From an optimization exercise on the open Yosys and OpenROAD flow, aimed at small area, a short achievable clock period and few clock cycles; shortcuts taken in it are not production practice. In this exercise RTL edits were held to simulation tests only and were not proved equivalent to the original. No activity file was given, so power comes from the tool's default toggle rates.

==> design.v <==
package rte_pkg;
  localparam int unsigned TABLE_DEPTH = 16;
  localparam int unsigned RESULT_CAP  = 16;
  localparam int unsigned VIEW_MAX    = (TABLE_DEPTH < RESULT_CAP) ? TABLE_DEPTH : RESULT_CAP;
  localparam int unsigned IDX_W       = $clog2(TABLE_DEPTH);
  localparam int unsigned CNT_W       = $clog2(TABLE_DEPTH + 1);
  localparam int unsigned CMD_W    = 3;
  localparam int unsigned STATUS_W = 2;
  localparam int unsigned POS_W    = 4;
  localparam int unsigned COUNT_W  = 5;
  localparam logic [CMD_W-1:0] CMD_APPEND  = 3'd0;
  localparam logic [CMD_W-1:0] CMD_PREPEND = 3'd1;
  localparam logic [CMD_W-1:0] CMD_FIND    = 3'd2;
  localparam logic [CMD_W-1:0] CMD_REMOVE  = 3'd3;
  localparam logic [CMD_W-1:0] CMD_SORT    = 3'd4;
  localparam logic [CMD_W-1:0] CMD_VIEW    = 3'd5;
  localparam logic [STATUS_W-1:0] ST_OK        = 2'd0;
  localparam logic [STATUS_W-1:0] ST_NOT_FOUND = 2'd1;
  localparam logic [STATUS_W-1:0] ST_FULL      = 2'd2;
  localparam logic [STATUS_W-1:0] ST_EMPTY     = 2'd3;
  typedef struct packed {
    logic [31:0] id;
    logic [15:0] score;
    logic [7:0]  cls;
    logic [63:0] name;
  } record_t;
endpackage
module record_table_engine (
  input  logic        clk_i,
  input  logic        rst_ni,
  input  logic        in_valid_i,
  output logic        in_stall_o,
  input  logic [2:0]  cmd_i,
  input  logic [31:0] entry_id_i,
  input  logic [15:0] entry_score_i,
  input  logic [7:0]  entry_class_i,
  input  logic [63:0] entry_name_i,
  output logic        out_valid_o,
  input  logic        out_stall_i,
  output logic [1:0]  status_o,
  output logic [3:0]  position_o,
  output logic [31:0] out_id_o,
  output logic [15:0] out_score_o,
  output logic [7:0]  out_class_o,
  output logic [63:0] out_name_o,
  output logic [4:0]  count_o,
  output logic        last_o
);
  localparam int unsigned CNT_W = rte_pkg::CNT_W;
  localparam int unsigned IDX_W = rte_pkg::IDX_W;
  localparam logic [3:0] S_IDLE  = 4'd0;
  localparam logic [3:0] S_PRE   = 4'd1;
  localparam logic [3:0] S_PREWR = 4'd2;
  localparam logic [3:0] S_FRD   = 4'd3;
  localparam logic [3:0] S_FCMP  = 4'd4;
  localparam logic [3:0] S_RM    = 4'd5;
  localparam logic [3:0] S_RMWR  = 4'd6;
  localparam logic [3:0] S_SI    = 4'd7;
  localparam logic [3:0] S_SKEY  = 4'd8;
  localparam logic [3:0] S_SJ    = 4'd9;
  localparam logic [3:0] S_SCMP  = 4'd10;
  localparam logic [3:0] S_SPUT  = 4'd11;
  localparam logic [3:0] S_VRD   = 4'd12;
  localparam logic [3:0] S_VOUT  = 4'd13;
  localparam logic [3:0] S_RESP  = 4'd14;
  logic [119:0] mem [rte_pkg::TABLE_DEPTH];
  rte_pkg::record_t rd_q, key_q, in_q, in_rec;
  logic [3:0]                  state_q, state_d;
  logic [CNT_W-1:0]            count_q, count_d;
  logic [CNT_W-1:0]            ptr_q, ptr_d;
  logic [IDX_W-1:0]            j_q, j_d;
  logic [rte_pkg::CMD_W-1:0]   cmd_q;
  logic [rte_pkg::STATUS_W-1:0] resp_status_q, resp_status_d;
  logic [CNT_W-1:0]            resp_pos_q, resp_pos_d;
  logic                        key_load;
  logic                        mem_we, mem_re;
  logic [IDX_W-1:0]            mem_waddr, mem_raddr;
  rte_pkg::record_t            mem_wdata;
  logic                        accept, slot_free, out_load, view_load, view_last;
  logic [CNT_W-1:0]            view_n, ptr_inc, ptr_dec;
  logic                        out_valid_q;
  logic [rte_pkg::STATUS_W-1:0] status_q;
  logic [CNT_W-1:0]            pos_q;
  logic [CNT_W-1:0]            cnt_out_q;
  rte_pkg::record_t            out_rec_q;
  logic                        last_q;
  assign in_rec    = {entry_id_i, entry_score_i, entry_class_i, entry_name_i};
  assign in_stall_o = (state_q != S_IDLE);
  assign accept    = in_valid_i && !in_stall_o;
  assign slot_free = !out_valid_q || !out_stall_i;
  assign ptr_inc   = ptr_q + CNT_W'(1);
  assign ptr_dec   = ptr_q - CNT_W'(1);
  assign view_n    = (count_q > CNT_W'(rte_pkg::VIEW_MAX)) ? CNT_W'(rte_pkg::VIEW_MAX) : count_q;
  assign view_last = (ptr_inc == view_n);
  always_comb begin
    state_d       = state_q;
    count_d       = count_q;
    ptr_d         = ptr_q;
    j_d           = j_q;
    resp_status_d = resp_status_q;
    resp_pos_d    = resp_pos_q;
    key_load      = 1'b0;
    mem_we        = 1'b0;
    mem_waddr     = ptr_q[IDX_W-1:0];
    mem_wdata     = rd_q;
    mem_re        = 1'b0;
    mem_raddr     = ptr_q[IDX_W-1:0];
    out_load      = 1'b0;
    view_load     = 1'b0;
    unique case (state_q)
      S_IDLE: begin
        if (accept) begin
          resp_status_d = rte_pkg::ST_OK;
          resp_pos_d    = '0;
          ptr_d         = '0;
          state_d       = S_RESP;
          unique case (cmd_i)
            rte_pkg::CMD_APPEND: begin
              if (count_q == CNT_W'(rte_pkg::TABLE_DEPTH)) begin
                resp_status_d = rte_pkg::ST_FULL;
              end else begin
                mem_we    = 1'b1;
                mem_waddr = count_q[IDX_W-1:0];
                mem_wdata = in_rec;
                count_d   = count_q + CNT_W'(1);
              end
            end
            rte_pkg::CMD_PREPEND: begin
              if (count_q == CNT_W'(rte_pkg::TABLE_DEPTH)) begin
                resp_status_d = rte_pkg::ST_FULL;
              end else begin
                ptr_d   = count_q;
                state_d = S_PRE;
              end
            end
            rte_pkg::CMD_FIND, rte_pkg::CMD_REMOVE: begin
              state_d = S_FRD;
            end
            rte_pkg::CMD_SORT: begin
              ptr_d   = CNT_W'(1);
              state_d = S_SI;
            end
            rte_pkg::CMD_VIEW: begin
              if (count_q == '0) begin
                resp_status_d = rte_pkg::ST_EMPTY;
              end else begin
                state_d = S_VRD;
              end
            end
            default: ;
          endcase
        end
      end
      S_PRE: begin
        if (ptr_q == '0) begin
          mem_we    = 1'b1;
          mem_waddr = '0;
          mem_wdata = in_q;
          count_d   = count_q + CNT_W'(1);
          state_d   = S_RESP;
        end else begin
          mem_re    = 1'b1;
          mem_raddr = ptr_dec[IDX_W-1:0];
          state_d   = S_PREWR;
        end
      end
      S_PREWR: begin
        mem_we  = 1'b1;
        ptr_d   = ptr_dec;
        state_d = S_PRE;
      end
      S_FRD: begin
        if (ptr_q == count_q) begin
          resp_status_d = rte_pkg::ST_NOT_FOUND;
          state_d       = S_RESP;
        end else begin
          mem_re  = 1'b1;
          state_d = S_FCMP;
        end
      end
      S_FCMP: begin
        if (rd_q.id == in_q.id) begin
          if (cmd_q == rte_pkg::CMD_FIND) begin
            resp_pos_d = ptr_q;
            state_d    = S_RESP;
          end else begin
            state_d = S_RM;
          end
        end else begin
          ptr_d   = ptr_inc;
          state_d = S_FRD;
        end
      end
      S_RM: begin
        if (ptr_inc >= count_q) begin
          count_d = count_q - CNT_W'(1);
          state_d = S_RESP;
        end else begin
          mem_re    = 1'b1;
          mem_raddr = ptr_inc[IDX_W-1:0];
          state_d   = S_RMWR;
        end
      end
      S_RMWR: begin
        mem_we  = 1'b1;
        ptr_d   = ptr_inc;
        state_d = S_RM;
      end
      S_SI: begin
        if (ptr_q >= count_q) begin
          state_d = S_RESP;
        end else begin
          mem_re  = 1'b1;
          j_d     = ptr_q[IDX_W-1:0];
          state_d = S_SKEY;
        end
      end
      S_SKEY: begin
        key_load = 1'b1;
        state_d  = S_SJ;
      end
      S_SJ: begin
        if (j_q == '0) begin
          state_d = S_SPUT;
        end else begin
          mem_re    = 1'b1;
          mem_raddr = j_q - IDX_W'(1);
          state_d   = S_SCMP;
        end
      end
      S_SCMP: begin
        if (key_q.score > rd_q.score) begin
          mem_we    = 1'b1;
          mem_waddr = j_q;
          j_d       = j_q - IDX_W'(1);
          state_d   = S_SJ;
        end else begin
          state_d = S_SPUT;
        end
      end
      S_SPUT: begin
        mem_we    = 1'b1;
        mem_waddr = j_q;
        mem_wdata = key_q;
        ptr_d     = ptr_inc;
        state_d   = S_SI;
      end
      S_VRD: begin
        mem_re  = 1'b1;
        state_d = S_VOUT;
      end
      S_VOUT: begin
        if (slot_free) begin
          view_load = 1'b1;
          if (view_last) begin
            state_d = S_IDLE;
          end else begin
            ptr_d   = ptr_inc;
            state_d = S_VRD;
          end
        end
      end
      S_RESP: begin
        if (slot_free) begin
          out_load = 1'b1;
          state_d  = S_IDLE;
        end
      end
      default: state_d = S_IDLE;
    endcase
  end
  always_ff @(posedge clk_i) begin
    if (mem_we) begin
      mem[mem_waddr] <= mem_wdata;
    end
    if (mem_re) begin
      rd_q <= mem[mem_raddr];
    end
  end
  always_ff @(posedge clk_i) begin
    if (accept) begin
      in_q  <= in_rec;
      cmd_q <= cmd_i;
    end
    if (key_load) begin
      key_q <= rd_q;
    end
    resp_status_q <= resp_status_d;
    resp_pos_q    <= resp_pos_d;
    j_q           <= j_d;
    ptr_q         <= ptr_d;
  end
  always_ff @(posedge clk_i or negedge rst_ni) begin
    if (!rst_ni) begin
      state_q <= S_IDLE;
      count_q <= '0;
    end else begin
      state_q <= state_d;
      count_q <= count_d;
    end
  end
  always_ff @(posedge clk_i or negedge rst_ni) begin
    if (!rst_ni) begin
      out_valid_q <= 1'b0;
    end else if (out_load || view_load) begin
      out_valid_q <= 1'b1;
    end else if (!out_stall_i) begin
      out_valid_q <= 1'b0;
    end
  end
  always_ff @(posedge clk_i) begin
    if (out_load) begin
      status_q  <= resp_status_q;
      pos_q     <= resp_pos_q;
      cnt_out_q <= count_q;
      out_rec_q <= '0;
      last_q    <= 1'b1;
    end else if (view_load) begin
      status_q  <= rte_pkg::ST_OK;
      pos_q     <= ptr_q;
      cnt_out_q <= count_q;
      out_rec_q <= rd_q;
      last_q    <= view_last;
    end
  end
  assign out_valid_o = out_valid_q;
  assign status_o    = status_q;
  assign position_o  = rte_pkg::POS_W'(pos_q);
  assign out_id_o    = out_rec_q.id;
  assign out_score_o = out_rec_q.score;
  assign out_class_o = out_rec_q.cls;
  assign out_name_o  = out_rec_q.name;
  assign count_o     = rte_pkg::COUNT_W'(cnt_out_q);
  assign last_o      = last_q;
endmodule
==> run.sh <==
#!/bin/bash
# synth_recipe.tcl (not shown) runs the flow's synth.tcl, then flattens the netlist and writes it again
# the make line also repeats each setting of config.mk as NAME=value (left out here)
make -C /OpenROAD-flow-scripts/flow DESIGN_CONFIG=/design/flow/config.mk WORK_HOME=/design/flow/orfs CLKGATE_MAP_FILE= SYNTH_SCRIPT=/design/flow/synth_recipe.tcl finish
==> config.mk <==
export PLATFORM = sky130hd
export DESIGN_NAME = record_table_engine
export DESIGN_NICKNAME = record_table_engine
export VERILOG_FILES = /design/flow/design.v
export SDC_FILE = /design/flow/constraint.sdc
export NUM_CORES = 4
export LEC_CHECK = 0
export CAP_MARGIN = 20
export CORE_MARGIN = 2
export CORE_UTILIZATION = 30
export SLEW_MARGIN = 20
==> constraint.sdc <==
create_clock -name core_clock -period 6.0 [get_ports {clk_i}]
set_input_delay 1.2000 -clock core_clock [delete_from_list [all_inputs] [get_ports {clk_i}]]
set_output_delay 1.2000 -clock core_clock [all_outputs]
set_load 0.01 [all_outputs]
==> impl_metrics.json <==
{
  "cts_resized": 0,
  "total_power_mw": 72.8,
  "netSwitchingPower_mw": 29.9,
  "yosysSeqAreaShare": 0.708,
  "ys_ff_latch": 2440,
  "final.fill_count": 31800,
  "drt-initial-drc-count": 8188,
  "pin_count": 261,
  "synth_xor_area_frac": 0.00428,
  "htree_levels": 4,
  "wirelength_um": 318000,
  "grt_pass1_vias": 65000,
  "antenna_found_initial": 30,
  "tritoncts": "done",
  "instances_no_fill": 11700,
  "postCtsHoldBufs": 0,
  "p_comb_frac": 0.430,
  "grt_pass1_wl_um": 464000,
  "p_sw_frac": 0.410,
  "crit_type": "reg2reg",
  "hold_ws_ps": 454,
  "setup_tns_ps": 0,
  "place_congestion": 0.807,
  "multi_input_area_um2": 25300,
  "dp.cells": 11200,
  "grt_max_degree": 159,
  "finalClockSkew_ps": 116,
  "avgSynthCellArea_um2": 14.9,
  "fmax_ghz": 0.185,
  "synth_area_leaders": "edfxtp_1 (68%), o2111ai_1 (6.2%), o221ai_1 (4.2%), mux2_2 (4.0%), dfxtp_1 (2.4%)",
  "critical_path.startpoint": "ptr_q[1]",
  "grt-ovfl-total": 0,
  "ys_warn_count": 1,
  "async_reset_ff_frac": 0.00410,
  "critPathCaptureType": "register",
  "worst_pin_slew_ps": 1180,
  "critical_path_arrival_ps": 5950,
  "synth_flop_cell": "edfxtp_1",
  "cpMaxStageDelayCell": "xnor2_1",
  "yosys.area_share.simple": 0.0343,
  "core_um2": 337000,
  "clockPowerShare": 0.207,
  "netlist_area_um2": 102000,
  "ant_nets": 0,
  "power.density_nw_per_um2": 610,
  "start_util": 0.302,
  "crit_fanout": 47,
  "synth_top_area_frac": 0.682,
  "critPathMostFrequentCell": "buf_12",
  "cp_slowest_stage_delay_ps": 740,
  "cp_data_required_time_ps": 6540,
  "finalMaxSlewViolations": 0,
  "synth_compound_area_frac": 0.149,
  "dieArea_um2": 344000,
  "die_x_um": 586,
  "synthAdderAreaFrac": 0.00426,
  "drive_gt1_frac": 0.149,
  "wire_per_inst_um": 27.3,
  "yosysMostFrequentCell": "edfxtp_1",
  "slew_headroom": 0.216,
  "drv_cap": 0,
  "dp_hpwl_um": 179000,
  "yosysUniqueCellTypes": 76,
  "hold_viol": 0,
  "clk_pin_slew_worst_paths_ps": 70,
  "setup_viol": 0,
  "area_growth_pct": 17.5,
  "syn-num-nets": 6963,
  "synth_commonest_cells": "edfxtp_1 (2309), o2111ai_1 (720), nand2_1 (523)",
  "vias": 66000,
  "numPortBuffers": 260,
  "rsz0062_at_grt": "false",
  "ir_drop_mv": 1.45,
  "grt_usage": 0.179,
  "intPower_mw": 42.9,
  "min_period_over_period": 0.902,
  "cpLargestDelayFamily": "compound AO/OA/AOI/OAI gates",
  "cts_buffer_depth": 4,
  "rows": 213,
  "finalCriticalPeriod_ps": 5410,
  "cp.buffers_inverters": 2,
  "cp-start-kind": "register",
  "worstSkewPairLatency_ps": 930,
  "first_pass_iters": 8,
  "status": "complete, no violations",
  "vias_per_cell": 5.66,
  "cts.sinks": 2440,
  "register_area_um2": 72000,
  "muxShareOfSynthArea": 0.0535,
  "synth_top_family_by_area": "compound AO/OA/AOI/OAI gates",
  "synth-edff-count": 2309,
  "cts_setup_buffers": 0,
  "p_seq_frac": 0.364,
  "synth_top_area_cell": "edfxtp_1",
  "syn-instance-count": 6802,
  "cp_cell_sequence": "nand3_1 > xnor2_1 > ha_1 > o21a_1 > a211oi_4 > o22a_4 > buf_12 > buf_12 > mux2_2 > o211ai_1 > nand4_1",
  "cts_root_buf": "clkbuf_16",
  "min_path_type": "reg2reg",
  "placed_cell_area_um2": 112000,
  "drc": 0,
  "chipHeight_um": 586,
  "leakagePower_nw": 38.2,
  "finalNetCount": 7083,
  "hp-start": "out_rec_q[106]",
  "rr_startpoint": "ptr_q[1]",
  "post-route-cell-area_um2": 119000,
  "cts-buffers-inserted": 246
}
-- logic make-up (layout without fill, tap and decap cells) --
logic type / count (synthesis) / count (layout)
muxes: 483 / 483
other: 0 / 14
adders and majority gates: 34 / 34
DFF: 2440 / 2440
AOI/OAI and AO/OA: 1817 / 1817
buffers and inverters: 1200 / 1521
xor gates and xnor gates: 48 / 48
and+or+nand+nor: 780 / 780
-- path summary, 6_finish.rpt --
check	endpoint	slack, ps	cells past startpoint
max in group asynchronous	state_q[3]	4980	1
min in group asynchronous	state_q[1]	660	1
min	out_rec_q[106]	450	2
min reg2reg	out_rec_q[106]	450	2
max	rd_q[31]	590	11
max reg2reg	rd_q[31]	590	11
-- registers in the layout, summed over array words and instances, names as in the netlist, 5 cells and up --
register and flops:
rd_q 120, key_q 120, ptr_q 5, out_rec_q 120, count_q 5, cnt_out_q 5, in_q 120, mem 1920
-- area by class of cell --
| type | instances | share of cell area |
|---|---|---|
| Tap cell | 4515 | 0.0473 |
| Inverter | 519 | 0.0163 |
| Sequential cell | 2440 | 0.603 |
| Antenna cell | 14 | 0.000293 |
| Clock inverter | 120 | 0.00876 |
| Clock buffer | 329 | 0.0564 |
| Timing Repair Buffer | 553 | 0.0560 |
| Multi-Input combinational cell | 3162 | 0.212 |
-- routing by layer --
metal	part of all wire	GRT usage	vias up
met5	0.000075	0	-
met4	0.031	0.0595	4
met3	0.10	0.0401	564
met2	0.46	0.280	3730
met1	0.41	0.246	33600
li1	-	-	28000
-- tightest hold or removal path, cell delays in order, from the launching register on --
cell and delay [ps]:
dfxtp_1 310, nand2_1 50, a21oi_1 50
-- metrics by stage --
| stage | util | worst slack (ps) |
|---|---|---|
| 2_1_floorplan | - | -1310 |
| 3_3_place_gp | 0.331 | 686 |
| 3_5_place_dp | 0.331 | 708 |
| 4_1_cts | 0.354 | 605 |
| 5_1_grt | 0.355 | 454 |
| 6_report | 0.355 | 587 |
-- power groups by stage --
stage	Sequential, mW	Clock, mW	Combinational, mW
finish	26.5	15.1	31.3
global route	26.7	16.0	33.2
CTS	26.5	15.3	31.0
detailed placement	26.8	0	30.9
global placement	26.7	0	30.5
floorplan	26.3	0	18.6
-- cells in the final DEF (no fill, tap or decap), types with 17 or more instances in the layout --
cell / instances
edfxtp_1: 2309
o2111ai_1: 720
nand2_1: 521
inv_1: 517
o221ai_1: 483
mux2_2: 360
clkdlybuf4s50_1: 260
clkbuf_16: 250
o211ai_1: 244
buf_12: 151
a21oi_1: 144
buf_4: 139
nand4_1: 135
mux2_1: 122
a222oi_1: 121
dfxtp_1: 121
clkbuf_1: 60
clkinv_1: 46
xnor2_1: 43
clkinv_2: 39
nor2_1: 34
ha_1: 33
o21ai_0: 23
clkbuf_8: 19
bufinv_16: 17
Testbench counts, summed over its fixed seeds: cycles 78,007.

## what the ideal ports hide
The results above use ideal ports. As a check the final layout listed here was re-extracted and re-timed, cells and wires unchanged.
Step 1, drivers: a clkbuf_16 drives clk_i and a buf_2 each remaining input, both assumed.
Step 2 times the ports against the registers' clock, not the clock port: input delays grow and output delays shrink by t, the midpoint of the rising clock arrivals with the driver on.
Slacks: no drivers / after step 1 / after step 2; pairs: no drivers / after step 1.
t (ns): 0.960
setup slack, ns: 0.587 / 0.587 / 0.587
slew at the worst register clock pin (ns): 0.07 / 0.07
After both steps this run still meets setup and hold. The setup slack of this run moves by 0.000 ns with the drivers and by 0.000 ns with both steps.
